What follows belongs to an exercise in optimizing a design on an open flow for small area, a short achievable clock period and few clock cycles per item; a production flow would make more cautious choices. Where RTL was checked, it was by simulation tests only, not by an equivalence proof against the original. Function not checked in run 1: the RTL went through the layout flow alone.

==> design.v <==
module xtea_core (
    input  logic         clock,
    input  logic         reset_n,
    input  logic         in_valid,
    output logic         in_ready,
    input  logic         mode,
    input  logic [31:0]  data_in1,
    input  logic [31:0]  data_in2,
    input  logic [127:0] key_in,
    output logic         out_valid,
    input  logic         out_ready,
    output logic [31:0]  data_out1,
    output logic [31:0]  data_out2,
    output logic         busy
);
    localparam logic [31:0] DELTA   = 32'h9E3779B9;
    logic         prep;     
    logic         post;     
    logic         run;      
    logic         full;     
    logic         ph;       
    logic         mode_q;
    logic [31:0]  x;
    logic [31:0]  y;
    logic [5:0]   n;        
    logic [31:0]  kk;       
    logic [127:0] key_q;
    logic         idle;
    logic         accept;
    logic         last;
    logic [1:0]   idx;      
    logic [5:0]   n_nx;
    logic         ph_nx;
    logic [1:0]   idx_nx;
    logic [31:0]  sum;      
    logic [31:0]  sums [33];
    logic [31:0]  kw;
    logic [31:0]  mx;
    logic [31:0]  y_new;
    function automatic logic [31:0] add_bk(input logic [31:0] a, input logic [31:0] b,
                                           input logic cin);
        logic [32:0] gg;
        logic [32:0] pp;
        logic [31:0] p;
        p  = a ^ b;
        gg = {a & b, cin};
        pp = {p, 1'b0};
        for (int d = 1; d < 33; d = d * 2) begin
            for (int i = 2 * d - 1; i < 33; i = i + 2 * d) begin
                gg[i] = gg[i] | (pp[i] & gg[i - d]);
                pp[i] = pp[i] & pp[i - d];
            end
        end
        for (int d = 16; d >= 1; d = d / 2) begin
            for (int i = 3 * d - 1; i < 33; i = i + 2 * d) begin
                gg[i] = gg[i] | (pp[i] & gg[i - d]);
                pp[i] = pp[i] & pp[i - d];
            end
        end
        add_bk = p ^ gg[31:0];
    endfunction
    assign idle      = !prep && !run && !post;
    assign in_ready  = idle && (!full || out_ready);
    assign accept    = in_valid && in_ready;
    assign out_valid = full;
    assign busy      = prep || run || post || full;
    for (genvar i = 0; i < 33; i++) begin : g_sum
        assign sums[i] = 32'(i * DELTA);
    end
    assign sum = sums[n];
    always_comb begin
        if (idle) begin
            n_nx   = mode ? 6'd32 : 6'd0;
            ph_nx  = 1'b0;
            idx_nx = mode ? sums[32][12:11] : sums[0][1:0];
        end else begin
            n_nx   = ph ? n : (mode_q ? n - 6'd1 : n + 6'd1);
            ph_nx  = !ph;
            idx_nx = (ph_nx ^ mode_q) ? sums[n_nx][12:11] : sums[n_nx][1:0];
        end
    end
    always_comb begin
        case (idx)
            2'd0:    kw = key_q[127:96];
            2'd1:    kw = key_q[95:64];
            2'd2:    kw = key_q[63:32];
            default: kw = key_q[31:0];
        endcase
    end
    assign mx    = ((y << 4) ^ (y >> 5)) + y;
    assign y_new = x + (mx ^ kk) + {31'd0, mode_q};
    assign last    = !ph && (mode_q ? (n == 6'd0) : n[5]);
    always_ff @(posedge clock or negedge reset_n) begin
        if (!reset_n) begin
            prep <= 1'b0;
            run  <= 1'b0;
            post <= 1'b0;
            full <= 1'b0;
        end else begin
            prep <= accept;
            post <= run && last && mode_q;
            if (prep) begin
                run <= 1'b1;
            end else if (run && last) begin
                run <= 1'b0;
            end
            if ((run && last && !mode_q) || post) begin
                full <= 1'b1;
            end else if (out_ready) begin
                full <= 1'b0;
            end
        end
    end
    always_ff @(posedge clock) begin
        if (accept) begin
            x      <= data_in1;
            y      <= data_in2;
            mode_q <= mode;
        end else if ((prep && mode_q) || post) begin
            x <= y;
            y <= x;
        end else if (run) begin
            x <= y;
            y <= y_new;
        end
        if (idle) key_q <= key_in;
        n   <= n_nx;
        ph  <= ph_nx;
        idx <= idx_nx;
        kk <= add_bk(sum, kw, 1'b0) ^ {32{mode_q}};
    end
    assign data_out1 = x;
    assign data_out2 = y;
endmodule
==> flow/run.sh <==
#!/bin/bash
# Layout flow: the standard flow (standard.sh: the standard synthesis, floorplan, place,
# CTS, route, finish) with two changes: the ports are buffered by the smallest buffer cell
# instead of the delay buffer buffer_ports picks by default, and clock tree synthesis adds no
# dummy loads. Each ORFS step logs to orfs/logs/; the whole make output goes to flow.log here.
set -euo pipefail
export BUFFER_PORTS_ARGS="-buffer_cell sky130_fd_sc_hd__buf_1"
export CTS_ARGS="-sink_clustering_enable -repair_clock_nets -dont_use_dummy_load -buf_list {sky130_fd_sc_hd__clkbuf_8}"
export SETUP_SLACK_MARGIN=6.5
bash standard.sh > flow.log 2>&1
==> standard.sh <==
#!/bin/bash
# synth_recipe.tcl (not shown) runs the flow's synth.tcl, then flattens the netlist and writes it again
# the make line also repeats each setting of config.mk as NAME=value (left out here)
make -C /OpenROAD-flow-scripts/flow DESIGN_CONFIG=/design/flow/config.mk WORK_HOME=/design/flow/orfs CLKGATE_MAP_FILE= SYNTH_SCRIPT=/design/flow/synth_recipe.tcl "${@:-finish}"
==> config.mk <==
export PLATFORM = sky130hd
export DESIGN_NAME = xtea_core
export DESIGN_NICKNAME = xtea_core
export VERILOG_FILES = /design/flow/design.v
export SDC_FILE = /design/flow/constraint.sdc
export NUM_CORES = 4
export LEC_CHECK = 0
export CAP_MARGIN = 20
export CORE_MARGIN = 2
export CORE_UTILIZATION = 40
export SLEW_MARGIN = 20
==> constraint.sdc <==
create_clock -name core_clock -period 12.0 [get_ports {clock}]
set_input_delay 2.4000 -clock core_clock [delete_from_list [all_inputs] [get_ports {clock}]]
set_output_delay 2.4000 -clock core_clock [all_outputs]
set_load 0.01 [all_outputs]
==> notes.md, run 1 <==
Die Height=201.6 um; share of the synthesized area in the top cell type=37.10%; RSZ-0062 raised after global routing=yes; Syn Nets=1,845; first-pass GRT wire length=68,250 um; die area=0.04065 mm2; clock root buffer=clkbuf_8; Final Setup Violations=0; synth unique cells=80; number of synthesis warnings=2; Placer Congestion=0.9241; sum of negative setup slack=0 ps; Buffers on Ports=263; Syn Inst Count=1,533; Worst Hold Endpoint=run; run status=no timing/DRC/antenna violations; clk buf depth=3; Initial Utilization=40.52%; Core ar.=0.03856 mm2; Top FF cell, synth=edfxtp_1; setup bufs post-CTS=0; Final Util=46.01%; worst slew pin tran=1009 ps; commonest cells in the netlist=nand2_1 (196), edfxtp_1 (193), nor2_1 (114), a21oi_1 (109), ha_1 (97); hold crit path type=reg -> reg; Final nets=2,101; drt first pass iters=7; area leader, netlist=edfxtp_1; Hold Startpoint=prep; antenna viol nets, final=0; GRT overflow=0; R2R depth=20; crit path max fanout=2; share of cells above drive strength 1=7.051%; top-count cell post-synth=nand2_1; # rows=72; Hold Crit Depth=1; DRT iter0 DRCs=774; clock sink count=238; Final Hold Fails=0; later-pin clock latency in the skew report=580 ps; # IOs=264; MaxCap Viol Count=0; Reg2Reg Setup Slack=6840 ps; antenna cell count=0; post-synthesis register bit count=238; crit path time final=5402 ps; Setup Crit Path Kind=in -> out; Syn Area/Cell=10.19 um2; CTS tree=yes; top cells by area, synth=edfxtp_1 (37%), ha_1 (7.8%), xnor2_1 (5.4%); Area Overhead vs Synth=13.55%; number of flops mapped to enable cells by yosys=193; sequential element share of the synthesized area=42.99%; skew final=27.21 ps; initial antenna violation count=0; DR vias=12.50k; FFs w/ async S/R, synth=1.681%; Final HPWL DP=33,330 um; Total Routing Usage GR=21.36%; Pins Over Slew Limit=0; routed len/inst=19.00 um; total CTS buffers=43; slew margin rel.=32.76%; Worst EP required=9600 ps; Clk pin slew, worst setup/hold paths=50 ps; Final period util=45.01%; drt total wl=43,800 um; DRC viols=0; die width=201.6 um; worst reg2reg path startpoint=n[4]; Netlist Area Pre-Place=0.01562 mm2; H-tree levels=2; reg2reg end=kk[17]; CP endpoint kind=output port; number of global-route vias before repair=12.33k; via/cell ratio=5.423; CP arrival=3000 ps; crit start category=input port; f_max=0.1851 GHz; largest net degree at the start of global routing=79
layout by cell type (no fill, tap or decap), types with 6 or more instances in the layout:
cell,n
xor2_1,64
nor2b_1,20
mux2i_1,7
edfxtp_1,193
nor3b_1,6
o21a_1,9
nor4_1,7
o31ai_1,11
nor2_1,113
o211ai_1,6
a21oi_1,109
buf_4,17
or3_1,9
ha_1,97
nor3_1,25
a31oi_1,13
nand2_1,196
o21ai_1,16
a21o_1,41
xnor2_1,96
nand3_1,33
a22oi_1,16
buf_1,263
fa_1,18
dfxtp_1,39
o22ai_1,7
a211oi_1,7
nand2b_1,17
inv_1,56
and3_1,9
clkbuf_8,43
o21bai_1,15
o21ai_0,64
o2111ai_1,6
mux4_2,32
nand4_1,10
through the flow:
stage / std cells / setup slack (ps) / hold slack, ps / instance area (um2)
2_1_floorplan: 1533 / 6907 / 492.0 / 15620
3_3_place_gp: 2262 / 6519 / 538.6 / 17130
3_5_place_dp: 2262 / 6506 / 536.7 / 17130
4_1_cts: 2305 / 6506 / 552.9 / 17720
5_1_grt: 2305 / 6493 / 605.0 / 17740
6_report: 2305 / 6598 / 547.7 / 17740
timing repair:
action / in CTS / in global routing
gates resized for setup: 0 / 6
endpoints found under the setup margin: 0 / 12
hold buffers: 0 / 0
routing by layer:
layer / wire length (um) / track usage, % / share of wire (%)
met4: 1104 / 6.880 / 2.5
met2: 19530 / 33.20 / 45
met5: 0 / 0 / 0
met1: 20070 / 30.21 / 46
met3: 3101 / 3.871 / 7.1
cell type report:
type	count	area (um2)
Fill cell	3729	20820
Multi-Input combinational cell	1169	8449
Sequential cell	238	6721
Timing Repair Buffer	280	1115
Tap cell	518	648.1
Clock buffer	43	591.8
Inverter	57	214.0
worst max-delay path, stage by stage:
cell and delay [ps]:
buf_1 70, nor2b_1 250, nor2b_2 120, buf_1 150
kinds of logic after synthesis:
logic type	synth area share, %
AO/OA/AOI/OAI	15.64
XOR/XNOR	9.074
adder cells (fa/ha/maj)	10.08
buffers and inverters	3.059
flip-flops	42.99
multiplexers	5.062
AND/OR/NAND/NOR	14.10
flip-flops by register name (all words and copies together), names as in the netlist, 2 cells and up:
name and cells:
idx 2, key_q 128, kk 32, n 6
x 32, y 32
how the worst max path moves through the flow:
| stage | start | end | slack, ps | cells after the start |
|---|---|---|---|---|
| after floorplan | prep | busy | 6910 | 3 |
| after global placement | out_ready | in_ready | 6520 | 4 |
| after detailed placement | out_ready | in_ready | 6510 | 4 |
| after CTS | out_ready | in_ready | 6510 | 4 |
| after global routing | n[4] | kk[17] | 6490 | 20 |
| final | out_ready | in_ready | 6600 | 4 |
==> run 2: changes to the inputs <==
--- a/design.v
+++ b/design.v
@@ -16,5 +16,4 @@
     localparam logic [31:0] DELTA   = 32'h9E3779B9;
     logic         prep;     
-    logic         post;     
     logic         run;      
     logic         full;     
@@ -29,4 +28,5 @@
     logic         accept;
     logic         last;
+    logic         fin_dec;
     logic [1:0]   idx;      
     logic [5:0]   n_nx;
@@ -60,9 +60,9 @@
         add_bk = p ^ gg[31:0];
     endfunction
-    assign idle      = !prep && !run && !post;
+    assign idle      = !prep && !run;
     assign in_ready  = idle && (!full || out_ready);
     assign accept    = in_valid && in_ready;
     assign out_valid = full;
-    assign busy      = prep || run || post || full;
+    assign busy      = prep || run || full;
     for (genvar i = 0; i < 33; i++) begin : g_sum
         assign sums[i] = 32'(i * DELTA);
@@ -91,13 +91,12 @@
     assign y_new = x + (mx ^ kk) + {31'd0, mode_q};
     assign last    = !ph && (mode_q ? (n == 6'd0) : n[5]);
+    assign fin_dec = last && mode_q;
     always_ff @(posedge clock or negedge reset_n) begin
         if (!reset_n) begin
             prep <= 1'b0;
             run  <= 1'b0;
-            post <= 1'b0;
             full <= 1'b0;
         end else begin
             prep <= accept;
-            post <= run && last && mode_q;
             if (prep) begin
                 run <= 1'b1;
@@ -105,5 +104,5 @@
                 run <= 1'b0;
             end
-            if ((run && last && !mode_q) || post) begin
+            if (run && last) begin
                 full <= 1'b1;
             end else if (out_ready) begin
@@ -117,10 +116,12 @@
             y      <= data_in2;
             mode_q <= mode;
-        end else if ((prep && mode_q) || post) begin
-            x <= y;
-            y <= x;
+        end else if (prep) begin
+            if (mode_q) begin
+                x <= y;
+                y <= x;
+            end
         end else if (run) begin
-            x <= y;
-            y <= y_new;
+            x <= fin_dec ? y_new : y;
+            if (!fin_dec) y <= y_new;
         end
         if (idle) key_q <= key_in;
==> flow/run.sh (replaced) <==
#!/bin/bash
# Layout flow: the standard flow with these changes:
# - synthesis: the standard flow's synthesis script (flow/synth.tcl) with ABC mapping by flow/map.abc,
#   run into syn/; its netlist is then handed to the standard flow as SYNTH_NETLIST_FILES;
# - the ports are buffered by the smallest buffer cell (buf_1);
# - clock tree synthesis adds no dummy loads and uses clkbuf_8;
# - timing repair aims at a setup slack of SETUP_SLACK_MARGIN.
# Logs: synth.log (synthesis make output), flow.log (the standard flow's make output), and
# ORFS's per-step logs under syn/logs and orfs/logs.
set -euo pipefail
here=$(pwd)
export FLOW_ABC_SCRIPT=$here/flow/map.abc
make -C "$FLOW_HOME" DESIGN_CONFIG="$here/config.mk" WORK_HOME="$here/syn" CLKGATE_MAP_FILE= \
  SYNTH_SCRIPT="$here/flow/synth.tcl" synth > synth.log 2>&1
export SYNTH_NETLIST_FILES=$here/syn/results/$FLOW_PLATFORM/xtea_core/base/1_2_yosys.v
export BUFFER_PORTS_ARGS="-buffer_cell sky130_fd_sc_hd__buf_1"
export CTS_ARGS="-sink_clustering_enable -repair_clock_nets -dont_use_dummy_load -buf_list {sky130_fd_sc_hd__clkbuf_8}"
export SETUP_SLACK_MARGIN=6.5
bash standard.sh > flow.log 2>&1
==> flow/map.abc (new file) <==
&get -n
&st
&dch
&nf {D}
&put
buffer
upsize {D}
dnsize {D}
==> flow/synth.tcl (new file) <==
# The standard flow's synthesis script (synth_recipe.tcl) with one change: Yosys's abc calls map the logic
# with the ABC script named by $::env(FLOW_ABC_SCRIPT) instead of ORFS's abc_speed.script.
proc synth {args} { yosys synth -nofsm -noshare {*}$args }
proc abc {args} {
  set i [lsearch -exact $args -script]
  if {$i >= 0} {
    set args [lreplace $args $i [expr {$i + 1}] -script $::env(FLOW_ABC_SCRIPT)]
  }
  yosys abc {*}$args
}
source $::env(SCRIPTS_DIR)/synth.tcl
# left out here: clear keep_hierarchy, flatten, clean up, hide names made inside functions, write 1_2_yosys.v
==> run 2 against run 1 <==
Area after synthesis is 1.8% lower. Synthesized cell count grew 4.3%. Hold slack lost 13 ps. Register-to-register slack better by 40 ps. Sequential cell count fell by 1. Non-clock buffer count fell by 1. Critical path depth did not move. Routed wire length rose by 7.3%. Sequential share of layout area increased by 0.43 points. Count of clock-buffer cells in the layout is 2 lower. Die area is 1.7% lower. Largest cell class unchanged. Highest routed layer unchanged.
==> notes.md, run 2 <==
run status=no timing/DRC/antenna violations; Critical-path top delay cell=and2_1; GRT overflow=0; Largest Register=key_q; Final Setup Violations=0; Hold Startpoint=full; RSZ-0062 raised after global routing=yes; final worst setup slack=6714 ps; hold crit path type=reg -> reg; number of synthesis warnings=0; crit path time final=5286 ps; most common cell after layout, fill and taps aside=buf_1; clk buf depth=3; DP Worst Slack=6599 ps; sum of negative setup slack=0 ps; setup bufs post-CTS=0; Netlist Area Pre-Place=0.01535 mm2; share of cells above drive strength 1=4.634%; max reg flops=128; slew margin rel.=34.49%; number of global-route vias before repair=13.11k; Final period util=44.05%; R2R depth=21; Die Height=199.9 um; Core ar.=0.03776 mm2; MaxCap Viol Count=0; CP endpoint kind=output port; clock sink count=237; total CTS buffers=41; routed wl met3=3301 um; Syn Area/Cell=9.597 um2; antenna viol nets, final=0; Syn Inst Count=1,599; Initial Utilization=40.65%; DRT iter0 DRCs=840; H-tree levels=2; Pins Over Slew Limit=0; # fillers=3,666; DR vias=13.25k; Met1 Wirelength=19,990 um; die width=199.9 um; # hold bufs at CTS=0; Worst Hold Endpoint=full; # IOs=264; Final Hold Fails=0; Syn Nets=1,911; via/cell ratio=5.597; commonest non-fill, non-tap cells in the layout=buf_1 (263), nand2_1 (222), edfxtp_1 (193); largest net degree at the start of global routing=68; PostCTS Resize Cnt=0; antenna cell count=0; Worst EP required=9600 ps; DRC viols=0; crit start category=input port; drt first pass iters=5; CP Cell Sequence=buf_1, nand2b_1, and2_1, buf_1; first-pass GRT wire length=71,430 um; CP arrival=2890 ps; Final nets=2,170; # rows=71; skew final=45.19 ps; Worst path most repeated cell=buf_1; Area Overhead vs Synth=13.85%; routed len/inst=19.85 um; uppermost layer routed=met4; metal2 WL=22,340 um; CTS tree=yes; worst slew pin tran=980.2 ps; worst reg2reg path startpoint=n[1]; Setup Crit Path Kind=in -> out; Final HPWL DP=36,870 um; initial antenna violation count=0; die area=0.03995 mm2; Total Routing Usage GR=23.27%; Reg2Reg Setup Slack=6880 ps; max incr delay on CP=170 ps; reg2reg end=kk[30]; crit path max fanout=2; f_max=0.1892 GHz; Hold Crit Depth=2; Buffers on Ports=263; Placer Congestion=0.9803; drt total wl=46,990 um; later-pin clock latency in the skew report=600 ps; clock root buffer=clkbuf_8; Clk pin slew, worst setup/hold paths=40 ps
==> run 2: through the flow <==
step | instance area [um2] | instances | hold WS (ps) | util [%]
2_1_floorplan | 15350 | 1599 | 521.7 | -
3_3_place_gp | 16880 | 2325 | 518.0 | 44.71
3_5_place_dp | 16880 | 2325 | 527.2 | 44.71
4_1_cts | 17440 | 2366 | 538.1 | 46.20
5_1_grt | 17470 | 2367 | 600.3 | 46.28
6_report | 17470 | 2367 | 534.6 | 46.28
==> run 2: final cells by class <==
type,instances,area (um2),share of cell area [%]
well taps,511,639.4,3.659
inverters,39,146.4,0.8379
clock buffers,41,564.3,3.230
flip-flops and latches,237,6695,38.32
repair buffers,279,1107,6.338
multi-input cells,1260,8319,47.62
==> run 2: how the worst max path moves through the flow <==
stage	to	from	cells after the start	slack (ps)
2_1_floorplan	y[0]	out_ready	6	6750
6_report	in_ready	out_ready	4	6710
3_3_place_gp	in_ready	out_ready	4	6700
4_1_cts	kk[30]	n[0]	21	6530
5_1_grt	kk[30]	n[1]	21	6480
3_5_place_dp	kk[30]	n[0]	21	6600
==> run 2: layer usage <==
layer | track usage, % | vias up
li1 | - | 6377
met1 | 30.13 | 6219
met2 | 39.36 | 560
met3 | 3.915 | 92
met4 | 8.203 | 0
met5 | 0 | -
==> run 2: worst max-delay path: cells and delay by family <==
kind / cells / cell delay [ps]
and+or+nand+nor: 2 / 310
buffers and inverters: 2 / 180
Testbench counts of run 2, summed over its fixed seeds: cycles 25,352, items 384.
==> run 3: changes to the inputs <==
==> flow/map.abc (replaced) <==
strash
&get -n
&fraig -x
&put
scorr
dc2
strash
&get -n
&dch -f
&nf {D}
&put
buffer
upsize {D}
dnsize {D}
stime -p
==> run 3 against run 2 <==
Still clean on timing, DRC and antenna. Critical path depth up 27. Non-clock buffer count is 121 higher. Cell area increased by 7.3%. Hold slack improved by 66 ps. Count of clock-buffer cells in the layout rose by 1. Sequential cell count is the same. Register-to-register slack got worse by 550 ps. Critical path type is now reg -> reg. Largest cell class unchanged. Highest routed layer unchanged.
==> notes.md, run 3 <==
most common cell after layout, fill and taps aside=buf_1; Final Hold Fails=0; Hold Crit Depth=1; Initial Utilization=40.31%; largest net degree at the start of global routing=76; number of synthesis warnings=0; die width=195.2 um; # rows=70; Largest Register=key_q; Final nets=2,167; crit path max fanout=3; Worst Hold Endpoint=ph; later-pin clock latency in the skew report=600 ps; R2R depth=31; Final HPWL DP=34,270 um; antenna viol nets, final=0; CTS tree=yes; CP endpoint kind=flip-flop; Syn Nets=1,782; sum of negative setup slack=0 ps; number of global-route vias before repair=12.67k; slew margin rel.=39.00%; critical path's top delay family=compound AO/OA/AOI/OAI gates; Area Overhead vs Synth=28.26%; # hold bufs at CTS=0; commonest non-fill, non-tap cells in the layout=buf_1 (263), edfxtp_1 (193), nand2_1 (173); crit path time final=5666 ps; Die Height=195.2 um; # fillers=3,336; crit start category=flip-flop; Hold Startpoint=ph; worst reg2reg path startpoint=y[5]; Core ar.=0.03626 mm2; first-pass GRT wire length=72,120 um; skew final=69.60 ps; # IOs=264; DRT iter0 DRCs=853; share of cells above drive strength 1=19.59%; CP arrival=5950 ps; RSZ-0062 raised after global routing=yes; Syn Inst Count=1,470; Final Setup Violations=0; GRT overflow=0; routed len/inst=20.56 um; clock root buffer=clkbuf_8; total CTS buffers=42; final worst setup slack=6334 ps; Worst EP required=12,290 ps; DR vias=12.79k; clk buf depth=3; die area=0.03809 mm2; drt first pass iters=5; initial antenna violation count=0; placed cell count=2,156; Placer Congestion=0.9855; Crit path buffers/inverters=3; Syn Area/Cell=9.943 um2; Pins Over Slew Limit=0; H-tree levels=2; drt total wl=47,720 um; Setup Crit Path Kind=reg -> reg; Clk pin slew, worst setup/hold paths=50 ps; Reg2Reg Setup Slack=6330 ps; DP Worst Slack=5518 ps; reg2reg end=x[26]; Netlist Area Pre-Place=0.01462 mm2; antenna cell count=0; max incr delay on CP=430 ps; run status=no timing/DRC/antenna violations; Critical-path top delay cell=edfxtp_1; via/cell ratio=5.510; Buffers on Ports=263; Final Non-Filler Cells=2,321; MaxCap Viol Count=0; f_max=0.1765 GHz; DRC viols=0; Worst path most repeated cell=a21o_1; max reg flops=128; hold crit path type=reg -> reg; clock sink count=237; Total Routing Usage GR=24.58%; Final Util=51.70%; Final period util=47.22%; worst slew pin tran=915.0 ps
-- run 3: cell types whose count changed in the layout (fill, tap and decap cells not counted), moves of 15 or more --
cell	previous run	this run
buf_4	16	120
nand3_1	50	25
nand2_1	222	173
a21oi_1	123	47
o21ai_2	0	20
mux2i_1	5	28
nor3_1	34	19
o21a_1	22	3
a21o_1	6	27
nor2_1	137	106
o221ai_1	27	0
o21ai_1	8	27
a21oi_2	1	19
-- run 3: metal layers --
metal / vias to the layer above / wire length (um) / GRT usage (%) / share of wire, %
li1: 6025 / - / - / -
met1: 6082 / 20780 / 33.27 / 44
met2: 586 / 22110 / 39.83 / 46
met3: 95 / 3420 / 4.283 / 7.2
met4: 0 / 1418 / 8.538 / 3.0
met5: - / 0 / 0 / 0
-- run 3: worst register-to-register path, delay by kind of cell (launching register included) --
| kind | cells | cell delay [ps] |
|---|---|---|
| multiplexers | 1 | 150 |
| flip-flops | 1 | 430 |
| XOR/XNOR | 3 | 310 |
| adder cells (fa/ha/maj) | 3 | 890 |
| buffers and inverters | 3 | 370 |
| AO/OA/AOI/OAI | 17 | 2750 |
| AND/OR/NAND/NOR | 4 | 500 |
-- run 3: stage by stage --
step | instance area (um2) | hold slack [ps]
after global routing | 18750 | 614.7
after detailed placement | 16130 | 599.5
final | 18750 | 600.8
after floorplan | 14700 | 489.5
after global placement | 16130 | 569.9
after CTS | 18230 | 597.7
-- run 3: area by class of cell --
type / instances / area [um2] / area share [%]
clock buffer: 42 / 578.1 / 3.083
inverter: 54 / 207.7 / 1.108
multi-input combinational: 1120 / 8499 / 45.34
sequential: 237 / 6719 / 35.84
tap: 468 / 585.6 / 3.124
timing repair buffer: 400 / 2157 / 11.51
-- run 3: worst max path at each step --
stage,from,to,slack [ps],depth (start not counted)
after detailed placement,n[4],kk[30],5520,32
after global placement,n[4],kk[30],5610,32
final,y[5],x[26],6330,31
after global routing,n[0],kk[28],5980,33
after floorplan,n[4],kk[30],6510,35
after CTS,n[1],kk[29],6380,31
-- run 3: what timing repair did --
item / 4_1_cts / 5_1_grt
setup buffers: 84 / 35
pin swaps: 90 / 92
cloned: 4 / 0
resized for setup: 186 / 48
endpoints found under the setup margin: 29 / 29
==> run 4: changes to the inputs <==
==> flow/map.abc (replaced) <==
&get -n
&st
&dch -f
&nf -p
&put
buffer
upsize
dnsize
==> run 4 against run 3 <==
Sequential share of layout area is 2.1 points higher. Register-to-register slack better by 560 ps. Area after synthesis is 6.2% higher. Count of clock-buffer cells in the layout is 1 lower. Highest routed layer unchanged. Hold slack worse by 51 ps. Die area is 6.0% higher. Critical path depth is 27 lower. Via count is 6.0% higher. Largest cell class unchanged.
==> notes.md, run 4 <==
skew final=73.05 ps; die area=0.04039 mm2; hold crit path type=reg -> reg; largest net degree at the start of global routing=81; first-pass GRT wire length=74,340 um; Placer Congestion=0.9760; worst reg2reg path startpoint=y[5]; Worst Hold Endpoint=full; max reg flops=128; share of cells above drive strength 1=4.894%; run status=no timing/DRC/antenna violations; setup bufs post-CTS=0; antenna viol nets, final=0; worst slew pin tran=961.5 ps; Final Setup Violations=0; # IOs=264; DRC viols=0; DRT iter0 DRCs=860; DR vias=13.56k; # fillers=3,773; Hold Crit Depth=2; sum of negative setup slack=0 ps; most common cell after layout, fill and taps aside=buf_1; Reg area=0.006691 mm2; Core ar.=0.03847 mm2; Syn Area/Cell=9.573 um2; drt first pass iters=7; Clk pin slew, worst setup/hold paths=50 ps; crit path max fanout=2; number of global-route vias before repair=13.31k; R2R depth=18; Syn Inst Count=1,621; clock root buffer=clkbuf_8; clock sink count=237; Netlist Area Pre-Place=0.01552 mm2; routed len/inst=20.06 um; Worst EP required=9600 ps; area of the multi-input gates=0.008496 mm2; GRT overflow=0; Total Routing Usage GR=23.46%; via/cell ratio=5.654; later-pin clock latency in the skew report=600 ps; slew margin rel.=35.90%; Final Hold Fails=0; Syn Nets=1,933; CP endpoint kind=output port; Final Non-Filler Cells=2,398; crit path time final=5304 ps; H-tree levels=2; reg2reg end=y[26]; Reg2Reg Setup Slack=6890 ps; PostCTS Resize Cnt=0; clk buf depth=3; die width=201.0 um; MaxCap Viol Count=0; Setup Crit Path Kind=in -> out; CTS tree=yes; Die Height=201.0 um; Final nets=2,194; placed cell count=2,357; Pins Over Slew Limit=0; total CTS buffers=41; f_max=0.1885 GHz; Final period util=44.20%; drt total wl=48,110 um; # hold bufs at CTS=0; CP arrival=2900 ps; Area Overhead vs Synth=13.75%; commonest non-fill, non-tap cells in the layout=buf_1 (263), nand2_1 (228), edfxtp_1 (193); Initial Utilization=40.34%; Hold Startpoint=full; RSZ-0062 raised after global routing=no; Buffers on Ports=263; Largest Register=key_q; Final HPWL DP=37,580 um; # rows=72; antenna cell count=0; number of synthesis warnings=0; crit start category=input port; initial antenna violation count=0
==> run 4: cell types whose count changed in the layout (fill, tap and decap cells not counted), moves of 15 or more <==
cell	delta
a21o_1	-21
nand3_1	+22
mux2i_1	-16
a21oi_1	+87
nor2_1	+26
nand2_1	+55
buf_4	-103
o21ai_2	-19
nand4_1	+15
o221ai_1	+17
o21ai_0	+43
o21ai_1	-21
a21oi_2	-18
==> run 4: how the worst max path moves through the flow <==
| stage | startpoint | end | slack (ps) | depth (start not counted) |
|---|---|---|---|---|
| 6_report | out_ready | in_ready | 6700 | 4 |
| 3_3_place_gp | out_ready | in_ready | 6700 | 4 |
| 3_5_place_dp | out_ready | in_ready | 6690 | 4 |
| 5_1_grt | n[0] | kk[30] | 6550 | 20 |
| 4_1_cts | y[5] | y[26] | 6660 | 18 |
| 2_1_floorplan | out_ready | y[0] | 6740 | 6 |
==> run 4: routing by layer <==
layer | share of wire [%] | track usage, %
met3 | 7.4 | 3.653
met5 | 0 | 0
met4 | 3.8 | 9.947
met2 | 46 | 37.54
met1 | 43 | 31.65
==> run 4: final cells by class <==
type	instances	share of cell area, %
multi-input combinational	1285	48.13
sequential	237	37.90
timing repair buffer	280	6.315
tap	518	3.671
clock buffer	41	3.197
inverter	37	0.7867
==> run 4: per-stage QoR <==
step / instance area (um2) / hold WS [ps] / utilization [%] / setup WS [ps]
floorplan: 15520 / 521.7 / - / 6741
global placement: 17070 / 506.5 / 44.38 / 6702
detailed placement: 17070 / 532.2 / 44.38 / 6694
CTS: 17640 / 546.2 / 45.85 / 6665
global route: 17650 / 578.7 / 45.89 / 6548
finish: 17650 / 549.6 / 45.89 / 6696
==> run 4: critical path: stages <==
cell	delay (ps)
buf_1	60
nand2b_1	140
and2_1	170
buf_1	130
==> run 5: changes to the inputs <==
==> flow/map.abc (replaced) <==
strash
dch -f
map
topo
buffer
upsize
dnsize
==> run 5 against run 4 <==
Still clean on timing, DRC and antenna. Count of clock-buffer cells in the layout rose by 3. Area after synthesis rose by 5.2%. Hold slack improved by 5.0 ps. Register-to-register slack improved by 70 ps. Critical path type unchanged. Largest cell class unchanged.
==> notes.md, run 5 <==
Worst EP required=9600 ps; initial antenna violation count=0; Syn Nets=2,200; placed cell count=2,638; CTS tree=yes; Final Util=46.16%; f_max=0.1912 GHz; clock sink count=237; Core ar.=0.04001 mm2; Setup Crit Path Kind=in -> out; Initial Utilization=40.80%; Final HPWL DP=42,060 um; PostCTS Resize Cnt=0; Hold WS=554.5 ps; die area=0.04243 mm2; clock root buffer=clkbuf_8; slew margin rel.=33.55%; Final Setup Violations=0; skew final=36.85 ps; via/cell ratio=5.549; crit path time final=5231 ps; Total Routing Usage GR=25.09%; CP arrival=2830 ps; Netlist Area Pre-Place=0.01632 mm2; Placer Congestion=1.001; worst slew pin tran=987.6 ps; drt total wl=53,360 um; run status=no timing/DRC/antenna violations; GRT overflow=0; most common cell after layout, fill and taps aside=nand2_1; MaxCap Viol Count=0; # fillers=3,990; Pins Over Slew Limit=0; # rows=73; Final nets=2,471; Clk pin slew, worst setup/hold paths=40 ps; first-pass GRT wire length=81,770 um; crit path max fanout=2; # hold bufs at CTS=0; Area Overhead vs Synth=13.14%; commonest non-fill, non-tap cells in the layout=nand2_1 (287), buf_1 (263), nor2_1 (235); antenna viol nets, final=0; DR vias=14.88k; Syn Area/Cell=8.644 um2; DP Worst Slack=6761 ps; Reg area=0.006691 mm2; Final Non-Filler Cells=2,682; clk buf depth=3; max reg flops=128; area of the multi-input gates=0.008822 mm2; H-tree levels=2; final worst setup slack=6769 ps; Die Height=206.0 um; sum of negative setup slack=0 ps; hold crit path type=reg -> reg; Final period util=43.59%; # IOs=264; number of global-route vias before repair=14.63k; DRC viols=0; share of cells above drive strength 1=4.497%; drt first pass iters=6; setup bufs post-CTS=0; antenna cell count=0; Final Hold Fails=0; DRT iter0 DRCs=1,241; total CTS buffers=44; number of synthesis warnings=0; CP endpoint kind=output port; die width=206.0 um; Largest Register=key_q; RSZ-0062 raised after global routing=no; later-pin clock latency in the skew report=600 ps; largest net degree at the start of global routing=91; Syn Inst Count=1,888; Buffers on Ports=263; routed len/inst=19.89 um; crit start category=input port
==> run 5: changes by cell type in the layout (fill, tap and decap cells not counted), sizes merged, moves of 42 or more <==
cell,previous run,this run
inv,37,154
nor2,134,241
nand2,229,292
o21ai,160,100
nand3,47,93
xnor2,96,54
==> run 5: layout make-up <==
class | instances | share of cell area [%]
multi-input cells | 1442 | 47.78
flip-flops and latches | 237 | 36.24
repair buffers | 279 | 5.997
well taps | 525 | 3.557
clock buffers | 44 | 3.280
inverters | 155 | 3.151
==> run 5: per-stage QoR <==
stage                     instance area [um2]
after floorplan                         16320
after global placement                  17860
after detailed placement                17860
after CTS                               18470
after global routing                    18470
final                                   18470
==> run 5: critical path, stage by stage <==
cell and delay [ps]:
buf_1 90, nor2_1 50, nor2_1 130, buf_1 160
==> run 5: worst paths after layout <==
check,startpoint,end,slack [ps],cells after the start
worst max-delay path,out_ready,in_ready,6770,4
worst min-delay path,run,full,550,2
worst max register to register,n[1],kk[30],6960,20
worst min register to register,run,full,550,2
max in group asynchronous,reset_n,full,10140,1
min in group asynchronous,reset_n,prep,1660,1
==> run 5: metal layers <==
metal | up-vias | global-route usage [%] | wire length [um]
met5 | - | 0 | 0
met4 | 0 | 9.949 | 1948
li1 | 7204 | - | -
met2 | 648 | 40.83 | 24380
met3 | 113 | 3.753 | 3974
met1 | 6917 | 33.54 | 23060
==> run 6: changes to the inputs <==
--- a/design.v
+++ b/design.v
@@ -18,4 +18,6 @@
     logic         run;      
     logic         full;     
+    logic         nrdy_a;   
+    logic         rdy_b;    
     logic         ph;       
     logic         mode_q;
@@ -26,4 +28,8 @@
     logic [127:0] key_q;
     logic         idle;
+    logic         prep_nx;
+    logic         run_nx;
+    logic         full_nx;
+    logic         idle_nx;
     logic         accept;
     logic         last;
@@ -61,5 +67,5 @@
     endfunction
     assign idle      = !prep && !run;
-    assign in_ready  = idle && (!full || out_ready);
+    assign in_ready  = !nrdy_a || (rdy_b && out_ready);
     assign accept    = in_valid && in_ready;
     assign out_valid = full;
@@ -92,21 +98,21 @@
     assign last    = !ph && (mode_q ? (n == 6'd0) : n[5]);
     assign fin_dec = last && mode_q;
+    assign prep_nx = accept;
+    assign run_nx  = prep || (run && !last);
+    assign full_nx = (run && last) || (full && !out_ready);
+    assign idle_nx = !prep_nx && !run_nx;
     always_ff @(posedge clock or negedge reset_n) begin
         if (!reset_n) begin
-            prep <= 1'b0;
-            run  <= 1'b0;
-            full <= 1'b0;
+            prep   <= 1'b0;
+            run    <= 1'b0;
+            full   <= 1'b0;
+            nrdy_a <= 1'b0;
+            rdy_b  <= 1'b0;
         end else begin
-            prep <= accept;
-            if (prep) begin
-                run <= 1'b1;
-            end else if (run && last) begin
-                run <= 1'b0;
-            end
-            if (run && last) begin
-                full <= 1'b1;
-            end else if (out_ready) begin
-                full <= 1'b0;
-            end
+            prep   <= prep_nx;
+            run    <= run_nx;
+            full   <= full_nx;
+            nrdy_a <= !(idle_nx && !full_nx);
+            rdy_b  <= idle_nx && full_nx;
         end
     end
==> flow/map.abc (replaced) <==
&get -n
&st
&dch
&nf {D}
&put
buffer
upsize {D}
dnsize {D}
==> run 6 against run 5 <==
Still clean on timing, DRC and antenna. Synthesized cell count down 14%. Hold slack better by 31 ps. Sequential share of layout area up 2.2 points. Critical path type unchanged. Highest routed layer unchanged.
==> notes.md, run 6 <==
via/cell ratio=5.553; max incr delay on CP=150 ps; CP arrival=2770 ps; Final Setup Violations=0; Syn Nets=1,941; Reg2Reg Setup Slack=7030 ps; Netlist Area Pre-Place=0.01544 mm2; # rows=71; clock sink count=239; max reg flops=128; initial antenna violation count=0; slew margin rel.=30.60%; RSZ-0062 raised after global routing=no; Final period util=43.09%; number of synthesis warnings=0; Core ar.=0.03784 mm2; Final Instance Area=0.01752 mm2; R2R depth=18; commonest non-fill, non-tap cells in the layout=buf_1 (263), nand2_1 (220), edfxtp_1 (193); Die Height=200.5 um; largest net degree at the start of global routing=102; MaxCap Viol Count=0; final worst setup slack=6829 ps; # IOs=264; die width=200.5 um; Final Util=46.31%; Worst Hold Endpoint=ph; Syn Area/Cell=9.479 um2; Clk pin slew, worst setup/hold paths=50 ps; routed len/inst=19.75 um; Setup Crit Path Kind=in -> out; placed cell count=2,350; Worst EP required=9600 ps; Initial Utilization=40.80%; run status=no timing/DRC/antenna violations; DRT iter0 DRCs=753; skew final=58.16 ps; most common cell after layout, fill and taps aside=buf_1; sum of negative setup slack=0 ps; antenna viol nets, final=0; antenna cell count=0; Total Routing Usage GR=22.99%; clock root buffer=clkbuf_8; Largest Register=key_q; drt first pass iters=5; Final Non-Filler Cells=2,392; DP Worst Slack=6822 ps; total CTS buffers=42; DRC viols=0; DR vias=13.28k; number of global-route vias before repair=13.11k; Final Hold Fails=0; clk buf depth=3; Final nets=2,195; f_max=0.1934 GHz; first-pass GRT wire length=72,750 um; Final HPWL DP=37,190 um; crit start category=input port; GRT overflow=0; H-tree levels=2; share of cells above drive strength 1=4.094%; Buffers on Ports=263; Hold Startpoint=ph; later-pin clock latency in the skew report=600 ps; drt total wl=47,240 um; Pins Over Slew Limit=0; crit path time final=5171 ps; Placer Congestion=0.9345; Hold Crit Depth=1; hold crit path type=reg -> reg; crit path max fanout=2; worst reg2reg path startpoint=n[2]; # hold bufs at CTS=0; CP Cell Sequence=buf_1, nand2_1, nand2_1, buf_1; Critical-path top delay cell=buf_1; Area after DPL=0.01694 mm2; worst slew pin tran=1040 ps; die area=0.04019 mm2; Syn Inst Count=1,629; CTS tree=yes; CP endpoint kind=output port; Area Overhead vs Synth=13.49%; reg2reg end=kk[30]
## run 6: what timing repair did
action | 4_1_cts | 5_1_grt
endpoints found under the setup margin | 0 | 2
setup buffers | 0 | 0
resized for setup | 0 | 1
## run 6: worst max-delay path, delay by kind of cell
kind                   cells  cell delay [ps]
buffers and inverters      2              240
and+or+nand+nor            2              130
## run 6: per-stage QoR
stage               hold slack (ps)
floorplan                     490.4
global placement              570.4
detailed placement            580.0
CTS                           587.5
global route                  611.9
finish                        585.1
## run 6: layout make-up
class,count,area (um2)
repair buffers,277,1092
inverters,37,138.9
fillers,3729,20320
flip-flops and latches,239,6741
well taps,511,639.4
clock buffers,42,578.1
multi-input cells,1286,8334
## run 6: routing by layer
layer	vias up	track usage (%)	wire length, um
met5	-	0	0
met1	6273	30.25	20470
met4	0	8.492	1400
met2	503	38.34	22410
li1	6432	-	-
met3	75	3.571	2960
## run 6: worst max-delay path by stage
stage	startpoint	end	slack, ps	depth (start not counted)
5_1_grt	n[2]	kk[30]	6630	18
2_1_floorplan	prep	x[0]	6780	4
3_3_place_gp	out_ready	in_ready	6810	4
4_1_cts	out_ready	in_ready	6820	4
6_report	out_ready	in_ready	6830	4
3_5_place_dp	out_ready	in_ready	6820	4
Testbench counts of run 6, summed over its fixed seeds: cycles 25,352, items 384.
==> run 7: changes to the inputs <==
--- a/flow/run.sh
+++ b/flow/run.sh
@@ -16,4 +16,4 @@
 export BUFFER_PORTS_ARGS="-buffer_cell sky130_fd_sc_hd__buf_1"
 export CTS_ARGS="-sink_clustering_enable -repair_clock_nets -dont_use_dummy_load -buf_list {sky130_fd_sc_hd__clkbuf_8}"
-export SETUP_SLACK_MARGIN=6.5
+export SETUP_SLACK_MARGIN=7.0
 bash standard.sh > flow.log 2>&1
==> run 7 against run 6 <==
Die area is the same. Final cell count grew 0.59%. Hold slack gained 12 ps. Core utilization grew 0.52 points. Sequential cell count is the same. Via count is essentially flat.
==> notes.md, run 7 <==
run status=no timing/DRC/antenna violations; CTS tree=yes; Netlist Area Pre-Place=0.01544 mm2; # hold bufs at CTS=0; clock root buffer=clkbuf_8; GRT overflow=0; Largest Register=key_q; # rows=71; Core ar.=0.03784 mm2; DR vias=13.29k; placed cell count=2,351; crit path time final=5123 ps; Final Util=46.83%; MaxCap Viol Count=0; max reg flops=128; crit path max fanout=2; drt first pass iters=5; # IOs=264; via/cell ratio=5.523; f_max=0.1952 GHz; Final Instance Area=0.01772 mm2; clk buf depth=3; number of synthesis warnings=0; Syn Area/Cell=9.479 um2; final worst setup slack=6877 ps; commonest non-fill, non-tap cells in the layout=buf_1 (261), nand2_1 (218), edfxtp_1 (193); hold crit path type=reg -> reg; skew final=87.18 ps; Syn Inst Count=1,629; drt total wl=47,610 um; Die Height=200.5 um; Final Setup Violations=0; Buffers on Ports=263; Final Hold Fails=0; die width=200.5 um; Placer Congestion=0.9898; DRC viols=0; crit start category=input port; Setup Crit Path Kind=in -> out; sum of negative setup slack=0 ps; antenna viol nets, final=0; CP arrival=2720 ps; DRT iter0 DRCs=819; number of global-route vias before repair=13.31k; Clk pin slew, worst setup/hold paths=60 ps; worst slew pin tran=974.2 ps; total CTS buffers=41; die area=0.04019 mm2; Final HPWL DP=37,340 um; H-tree levels=2; Worst EP required=9600 ps; DP Worst Slack=6835 ps; Total Routing Usage GR=23.30%; share of cells above drive strength 1=5.805%; Final period util=42.69%; initial antenna violation count=0; Area after DPL=0.01695 mm2; Area Overhead vs Synth=14.76%; later-pin clock latency in the skew report=580 ps; antenna cell count=0; RSZ-0062 raised after global routing=yes; Final Non-Filler Cells=2,406; Initial Utilization=40.80%; Syn Nets=1,941; routed len/inst=19.79 um; clock sink count=239; slew margin rel.=35.05%; first-pass GRT wire length=73,570 um; Final nets=2,209; Hold WS=596.8 ps; largest net degree at the start of global routing=102; Pins Over Slew Limit=0; most common cell after layout, fill and taps aside=buf_1; CP endpoint kind=output port
## run 7: cell types whose count changed in the layout (fill, tap and decap cells not counted), sizes merged
cell and delta:
clkbuf -1, buf +15
## run 7: cell type report
| class | count | area (um2) |
|---|---|---|
| Inverter | 37 | 138.9 |
| Sequential cell | 239 | 6741 |
| Tap cell | 511 | 639.4 |
| Multi-Input combinational cell | 1286 | 8406 |
| Fill cell | 3745 | 20120 |
| Timing Repair Buffer | 292 | 1231 |
| Clock buffer | 41 | 564.3 |
## run 7: critical path, cell delays in order
cell     delay, ps
buf_8          100
nand2_4         50
nand2_2         60
buf_6          120
## run 7: final timing paths
check / start / to / slack [ps] / cells after the start
setup / recovery: out_ready / in_ready / 6880 / 4
hold / removal: ph / ph / 600 / 1
setup reg to reg: idx[1] / kk[30] / 7250 / 17
hold reg to reg: ph / ph / 600 / 1
max in group asynchronous: reset_n / prep / 10130 / 1
min in group asynchronous: reset_n / nrdy_a / 1660 / 1
## run 7: layer usage
layer / GRT usage, % / vias up / part of all wire [%]
li1: - / 6456 / -
met1: 30.28 / 6196 / 43
met2: 38.54 / 541 / 46
met3: 4.269 / 96 / 6.9
met4: 9.233 / 0 / 3.9
met5: 0 / - / 0
## run 7: timing repair
item | CTS | global route
setup buffers | 0 | 13
resized for setup | 5 | 26
endpoints found under the setup margin | 3 | 25
pin swaps | 1 | 3
hold endpoints to repair | 0 | 0
==> run 8: changes to the inputs <==
--- a/flow/run.sh
+++ b/flow/run.sh
@@ -16,4 +16,4 @@
 export BUFFER_PORTS_ARGS="-buffer_cell sky130_fd_sc_hd__buf_1"
 export CTS_ARGS="-sink_clustering_enable -repair_clock_nets -dont_use_dummy_load -buf_list {sky130_fd_sc_hd__clkbuf_8}"
-export SETUP_SLACK_MARGIN=7.0
+export SETUP_SLACK_MARGIN=6.8
 bash standard.sh > flow.log 2>&1
==> run 8 against run 7 <==
Routed wire length decreased by 0.19%. Worst setup slack got worse by 0.64 ps. Sequential cell count stayed put. Non-clock buffer count fell by 13. Fmax barely moved. Clock skew grew 0.58 ps. Critical path depth unchanged. Largest cell class unchanged.
==> notes.md, run 8 <==
DRC viols=0; Syn Inst Count=1,629; Final nets=2,196; CTS tree=yes; worst reg2reg path startpoint=n[0]; DRT iter0 DRCs=841; crit path time final=5124 ps; CP Cell Sequence=clkbuf_2, nand2_1, nand2_1, buf_2; Die Height=200.5 um; initial antenna violation count=0; Final HPWL DP=37,340 um; CP Launch Point=out_ready; Area Overhead vs Synth=13.73%; Largest Register=key_q; antenna viol nets, final=0; Crit path buffers/inverters=2; clk buf depth=3; Hold Startpoint=ph; f_max=0.1952 GHz; DP Worst Slack=6835 ps; Worst EP required=9600 ps; die area=0.04019 mm2; Syn Area/Cell=9.479 um2; max reg flops=128; crit start category=input port; Worst path most repeated cell=nand2_1; Critical-path top delay cell=buf_2; largest net degree at the start of global routing=102; routed len/inst=19.86 um; number of synthesis warnings=0; # fillers=3,757; first-pass GRT wire length=73,570 um; Buffers on Ports=263; antenna cell count=0; hold crit path type=reg -> reg; Crit path depth=4; DR vias=13.24k; die width=200.5 um; Core ar.=0.03784 mm2; Pins Over Slew Limit=0; max incr delay on CP=130 ps; Initial Utilization=40.80%; Syn Nets=1,941; slew margin rel.=35.61%; commonest non-fill, non-tap cells in the layout=buf_1 (261), nand2_1 (220), edfxtp_1 (193); H-tree levels=2; Placer Congestion=0.9898; worst slew pin tran=965.8 ps; via/cell ratio=5.534; share of cells above drive strength 1=4.570%; # rows=71; sum of negative setup slack=0 ps; later-pin clock latency in the skew report=580 ps; R2R depth=18; most common cell after layout, fill and taps aside=buf_1; Clk pin slew, worst setup/hold paths=60 ps; # IOs=264; setup bufs post-CTS=0; RSZ-0062 raised after global routing=yes; drt total wl=47,520 um; Setup Crit Path Kind=in -> out; Final period util=42.70%; clock root buffer=clkbuf_8; reg2reg end=kk[29]; Final Hold Fails=0; number of global-route vias before repair=13.32k; final worst setup slack=6876 ps; skew final=87.76 ps; Critical Path End=in_ready; clock sink count=239; run status=no timing/DRC/antenna violations; critical path's top delay family=buffers and inverters; crit path max fanout=2; total CTS buffers=41; CP arrival=2720 ps; drt first pass iters=7; Final Setup Violations=0; Reg2Reg Setup Slack=7120 ps; Hold WS=596.6 ps; CP endpoint kind=output port; GRT overflow=0; MaxCap Viol Count=0; Total Routing Usage GR=23.30%; Netlist Area Pre-Place=0.01544 mm2
run 8: changes by cell type in the layout (fill, tap and decap cells not counted), sizes merged:
cell and change:
buf -14, clkbuf +1
run 8: area by class of cell:
| type | instances | area (um2) | share of cell area (%) |
|---|---|---|---|
| multi-input combinational | 1286 | 8361 | 47.61 |
| sequential | 239 | 6741 | 38.39 |
| timing repair buffer | 279 | 1117 | 6.362 |
| tap | 511 | 639.4 | 3.641 |
| clock buffer | 41 | 564.3 | 3.213 |
| inverter | 37 | 138.9 | 0.7908 |
run 8: worst min-delay path by stage:
stage	depth (start not counted)	endpoint	slack [ps]
after floorplan	2	full	490
after global placement	1	ph	560
after detailed placement	1	ph	580
after CTS	1	ph	590
after global routing	1	ph	620
final	1	ph	600
run 8: what timing repair did:
action | 4_1_cts | 5_1_grt
endpoints found under the setup margin | 0 | 8
resized for setup | 0 | 13
hold buffers | 0 | 0
run 8: metal layers:
| layer | GRT usage [%] | vias up | part of all wire, % |
|---|---|---|---|
| met1 | 30.27 | 6191 | 43 |
| met3 | 4.269 | 97 | 6.8 |
| met2 | 38.55 | 522 | 46 |
| met5 | 0 | - | 0 |
| met4 | 9.233 | 0 | 3.8 |
| li1 | - | 6433 | - |
run 8: metrics by stage:
| step | instance area [um2] | util [%] | instances |
|---|---|---|---|
| floorplan | 15440 | - | 1629 |
| global placement | 16950 | 44.78 | 2351 |
| detailed placement | 16950 | 44.78 | 2351 |
| CTS | 17510 | 46.27 | 2392 |
| global route | 17560 | 46.41 | 2393 |
| finish | 17560 | 46.41 | 2393 |
==> run 9: changes to the inputs <==
--- a/flow/run.sh
+++ b/flow/run.sh
@@ -15,5 +15,5 @@
 export SYNTH_NETLIST_FILES=$here/syn/results/$FLOW_PLATFORM/xtea_core/base/1_2_yosys.v
 export BUFFER_PORTS_ARGS="-buffer_cell sky130_fd_sc_hd__buf_1"
-export CTS_ARGS="-sink_clustering_enable -repair_clock_nets -dont_use_dummy_load -buf_list {sky130_fd_sc_hd__clkbuf_8}"
+export CTS_ARGS="-sink_clustering_enable -repair_clock_nets -dont_use_dummy_load -buf_list {sky130_fd_sc_hd__clkbuf_8} -sink_clustering_size 14 -sink_clustering_max_diameter 80"
 export SETUP_SLACK_MARGIN=6.8
 bash standard.sh > flow.log 2>&1
==> run 9 against run 8 <==
Sequential share of layout area rose by 0.66 points. First-iteration DRC count rose by 5.0%. Critical path type unchanged. Critical path depth did not move. Global-route usage fell by 0.40 points. Core utilization fell by 0.79 points. Cell area fell by 1.7%. Sequential cell count did not move. Hold slack barely moved. Area after synthesis did not move. Still clean on timing, DRC and antenna. Final cell count fell by 0.88%. Die area did not move.
==> notes.md, run 9 <==
DP Worst Slack=6835 ps; final worst setup slack=6877 ps; MaxCap Viol Count=0; Pins Over Slew Limit=0; # rows=71; Total Routing Usage GR=22.90%; run status=no timing/DRC/antenna violations; H-tree levels=1; Hold Crit Depth=1; initial antenna violation count=0; # IOs=264; Die Height=200.5 um; Final Hold Fails=0; Final Setup Violations=0; Syn Area/Cell=9.479 um2; Buffers on Ports=263; R2R depth=19; setup bufs post-CTS=0; RSZ-0062 raised after global routing=yes; max reg flops=128; number of global-route vias before repair=13.09k; sum of negative setup slack=0 ps; worst reg2reg path startpoint=n[1]; Final nets=2,175; # hold bufs at CTS=0; Clk pin slew, worst setup/hold paths=90 ps; Initial Utilization=40.80%; antenna cell count=0; antenna viol nets, final=0; Critical Path End=in_ready; commonest non-fill, non-tap cells in the layout=buf_1 (261), nand2_1 (220), edfxtp_1 (193); clock sink count=239; skew final=31.81 ps; Syn Inst Count=1,629; Final HPWL DP=37,340 um; CP endpoint kind=output port; share of cells above drive strength 1=3.493%; die area=0.04019 mm2; CTS tree=yes; drt first pass iters=5; DR vias=13.10k; worst slew pin tran=1052 ps; crit path time final=5123 ps; clk buf depth=3; most common cell after layout, fill and taps aside=buf_1; reg2reg end=kk[30]; CP Launch Point=out_ready; routed len/inst=19.88 um; Setup Crit Path Kind=in -> out; f_max=0.1952 GHz; number of synthesis warnings=0; Netlist Area Pre-Place=0.01544 mm2; drt total wl=47,170 um; DRT iter0 DRCs=883; Syn Nets=1,941; Core ar.=0.03784 mm2; Worst EP required=9600 ps; slew margin rel.=29.81%; later-pin clock latency in the skew report=570 ps; largest net degree at the start of global routing=102; DRC viols=0; Final period util=42.70%; Area Overhead vs Synth=11.81%; crit path max fanout=2; hold crit path type=reg -> reg; PostCTS Resize Cnt=0; clock root buffer=clkbuf_8; CP arrival=2720 ps; total CTS buffers=21; GRT overflow=0; crit start category=input port; Largest Register=key_q; first-pass GRT wire length=72,880 um; Reg2Reg Setup Slack=7090 ps; die width=200.5 um; via/cell ratio=5.524; Placer Congestion=0.9898
[run 9: through the flow]
step / area, um2 / util [%] / instances / hold slack [ps]
3_3_place_gp: 16950 / 44.78 / 2351 / 563.8
6_report: 17260 / 45.62 / 2372 / 596.3
4_1_cts: 17240 / 45.54 / 2372 / 598.7
3_5_place_dp: 16950 / 44.78 / 2351 / 580.1
2_1_floorplan: 15440 / - / 1629 / 490.4
5_1_grt: 17260 / 45.62 / 2372 / 626.1
[run 9: critical path: stages]
cell	delay, ps
clkbuf_2	90
nand2_1	50
nand2_1	50
buf_2	130
[run 9: routing by layer]
| metal | share of wire (%) | up-vias | global-route usage [%] |
|---|---|---|---|
| met5 | 0 | - | 0 |
| met4 | 3.6 | 0 | 7.672 |
| met3 | 5.9 | 83 | 2.938 |
| met2 | 47 | 488 | 38.74 |
| met1 | 44 | 6137 | 30.40 |
| li1 | - | 6395 | - |
[run 9: how the worst min path moves through the flow]
| stage | from | endpoint |
|---|---|---|
| floorplan | run | full |
| global placement | ph | ph |
| detailed placement | ph | ph |
| CTS | ph | ph |
| global route | ph | ph |
| finish | ph | ph |
[run 9: cell type report]
cell class	count	area, um2
fill	3770	20580
multi-input combinational	1286	8353
tap	511	639.4
timing repair buffer	278	1102
inverter	37	138.9
sequential	239	6741
clock buffer	21	289.0
==> run 10: changes to the inputs <==
--- a/flow/run.sh
+++ b/flow/run.sh
@@ -16,4 +16,4 @@
 export BUFFER_PORTS_ARGS="-buffer_cell sky130_fd_sc_hd__buf_1"
 export CTS_ARGS="-sink_clustering_enable -repair_clock_nets -dont_use_dummy_load -buf_list {sky130_fd_sc_hd__clkbuf_8} -sink_clustering_size 14 -sink_clustering_max_diameter 80"
-export SETUP_SLACK_MARGIN=6.8
+export SETUP_SLACK_MARGIN=7.0
 bash standard.sh > flow.log 2>&1
==> run 10 against run 9 <==
First-iteration DRC count decreased by 0.11%. Clock skew down 4.8 ps. Via count rose by 0.64%. Final cell count increased by 0.63%. Hold slack improved by 6.4 ps. Synthesized cell count did not move. Sequential cell count is the same. Global-route usage is essentially flat. Routed wire length up 0.37%. Area after synthesis is the same. Register-to-register slack better by 230 ps. Sequential share of layout area is 0.47 points lower.
==> notes.md, run 10 <==
skew final=27.06 ps; Buffers on Ports=263; die width=200.5 um; # hold bufs at CTS=0; number of global-route vias before repair=13.09k; Core ar.=0.03784 mm2; Syn Nets=1,941; Placer Congestion=0.9898; placed cell count=2,351; Reg2Reg Setup Slack=7320 ps; H-tree levels=1; crit path max fanout=2; DRT iter0 DRCs=882; hold crit path type=reg -> reg; worst reg2reg path startpoint=n[0]; antenna cell count=0; drt first pass iters=7; Syn Area/Cell=9.479 um2; drt total wl=47,340 um; routed len/inst=19.83 um; run status=no timing/DRC/antenna violations; Area Overhead vs Synth=13.26%; DP Worst Slack=6835 ps; CP Launch Point=out_ready; Die Height=200.5 um; Setup Crit Path Kind=in -> out; CP arrival=2720 ps; f_max=0.1952 GHz; Area after DPL=0.01695 mm2; initial antenna violation count=0; most common cell after layout, fill and taps aside=buf_1; DR vias=13.19k; CP endpoint kind=output port; CTS tree=yes; antenna viol nets, final=0; Final Hold Fails=0; Netlist Area Pre-Place=0.01544 mm2; RSZ-0062 raised after global routing=yes; R2R depth=18; Final HPWL DP=37,340 um; MaxCap Viol Count=0; reg2reg end=kk[29]; sum of negative setup slack=0 ps; clock sink count=239; Final Non-Filler Cells=2,387; Hold Crit Depth=1; Final nets=2,190; final worst setup slack=6878 ps; share of cells above drive strength 1=5.117%; worst slew pin tran=1088 ps; clk buf depth=3; GRT overflow=0; Initial Utilization=40.80%; Total Routing Usage GR=22.91%; Largest Register=key_q; later-pin clock latency in the skew report=570 ps; Clk pin slew, worst setup/hold paths=90 ps; clock root buffer=clkbuf_8; Final Setup Violations=0; Critical Path End=in_ready; via/cell ratio=5.525; commonest non-fill, non-tap cells in the layout=buf_1 (261), nand2_1 (217), edfxtp_1 (193); total CTS buffers=21; Hold WS=602.7 ps; crit start category=input port; number of synthesis warnings=0; Pins Over Slew Limit=0; Final Instance Area=0.01749 mm2; die area=0.04019 mm2; crit path time final=5122 ps; # rows=71; slew margin rel.=27.38%; max reg flops=128; Final period util=42.68%; Syn Inst Count=1,629; first-pass GRT wire length=72,900 um; # IOs=264; DRC viols=0; largest net degree at the start of global routing=102; Worst EP required=9600 ps
## run 10: final cells by class
class / count / area, um2
clock buffer: 21 / 289.0
fill: 3745 / 20360
inverter: 37 / 138.9
multi-input combinational: 1286 / 8439
sequential: 239 / 6746
tap: 511 / 639.4
timing repair buffer: 293 / 1235
## run 10: metal layers
| layer | share of wire [%] | vias up | global-route usage, % |
|---|---|---|---|
| met5 | 0 | - | 0 |
| met4 | 3.5 | 0 | 7.672 |
| met3 | 6.3 | 84 | 2.938 |
| met2 | 47 | 490 | 38.74 |
| met1 | 43 | 6196 | 30.41 |
| li1 | - | 6417 | - |
## run 10: how the worst min path moves through the flow
stage | from | end | slack [ps]
after floorplan | run | full | 490
after global routing | ph | ph | 630
after CTS | ph | ph | 600
final | ph | ph | 600
after detailed placement | ph | ph | 580
after global placement | ph | ph | 560
## run 10: critical path: stages
cell,delay [ps]
buf_8,100
nand2_4,50
nand2_2,50
buf_6,120
## run 10: metrics by stage
step / utilization, %
after floorplan: -
after global placement: 44.78
after detailed placement: 44.78
after CTS: 45.59
after global routing: 46.21
final: 46.21
## run 10: repair_timing
action,in CTS,in global routing
gates resized for setup,6,36
buffers inserted,0,15
hold endpoints to repair,0,0
pin swaps,1,2
endpoints found under the setup margin,2,24

-- port drivers added, routing unchanged --
The results above use ideal ports. As a check the final layouts listed here were re-extracted and re-timed, cells and wires unchanged. Step 1 sets driving cells, clkbuf_16 on the clock port and buf_2 on the other inputs (assumed; they add their load-dependent delay and slew). Step 2, shift: input delay + t, output delay - t, t = (earliest + latest rising clock arrival at the registers) / 2. This alone moves slack from input paths to output paths. Slacks: ideal ports / drivers / drivers and shift; pairs: ideal ports / drivers.
run	t, ns	setup slack, ns	worst setup path after step 2	clock arrival spread, ns	worst slew at a driven data input, ns
run 1	0.613	6.598 / 6.579 / 6.579	input to output	0.028 / 0.028	0.05
run 2	0.623	6.714 / 6.695 / 6.695	input to output	0.045 / 0.045	0.05
run 3	0.611	6.334 / 6.334 / 6.334	register to register	0.081 / 0.081	0.06
run 4	0.610	6.696 / 6.676 / 6.676	input to output	0.089 / 0.090	0.07
run 5	0.633	6.769 / 6.747 / 6.747	input to output	0.041 / 0.042	0.05
run 6	0.614	6.829 / 6.807 / 6.807	input to output	0.058 / 0.058	0.05
run 7	0.593	6.877 / 6.838 / 6.838	input to output	0.095 / 0.095	0.06
run 8	0.592	6.876 / 6.854 / 6.854	input to output	0.096 / 0.097	0.06
run 9	0.601	6.877 / 6.854 / 6.854	input to output	0.032 / 0.031	0.06
run 10	0.601	6.878 / 6.839 / 6.839	input to output	0.028 / 0.028	0.06
After both steps setup and hold are still met in every run listed.
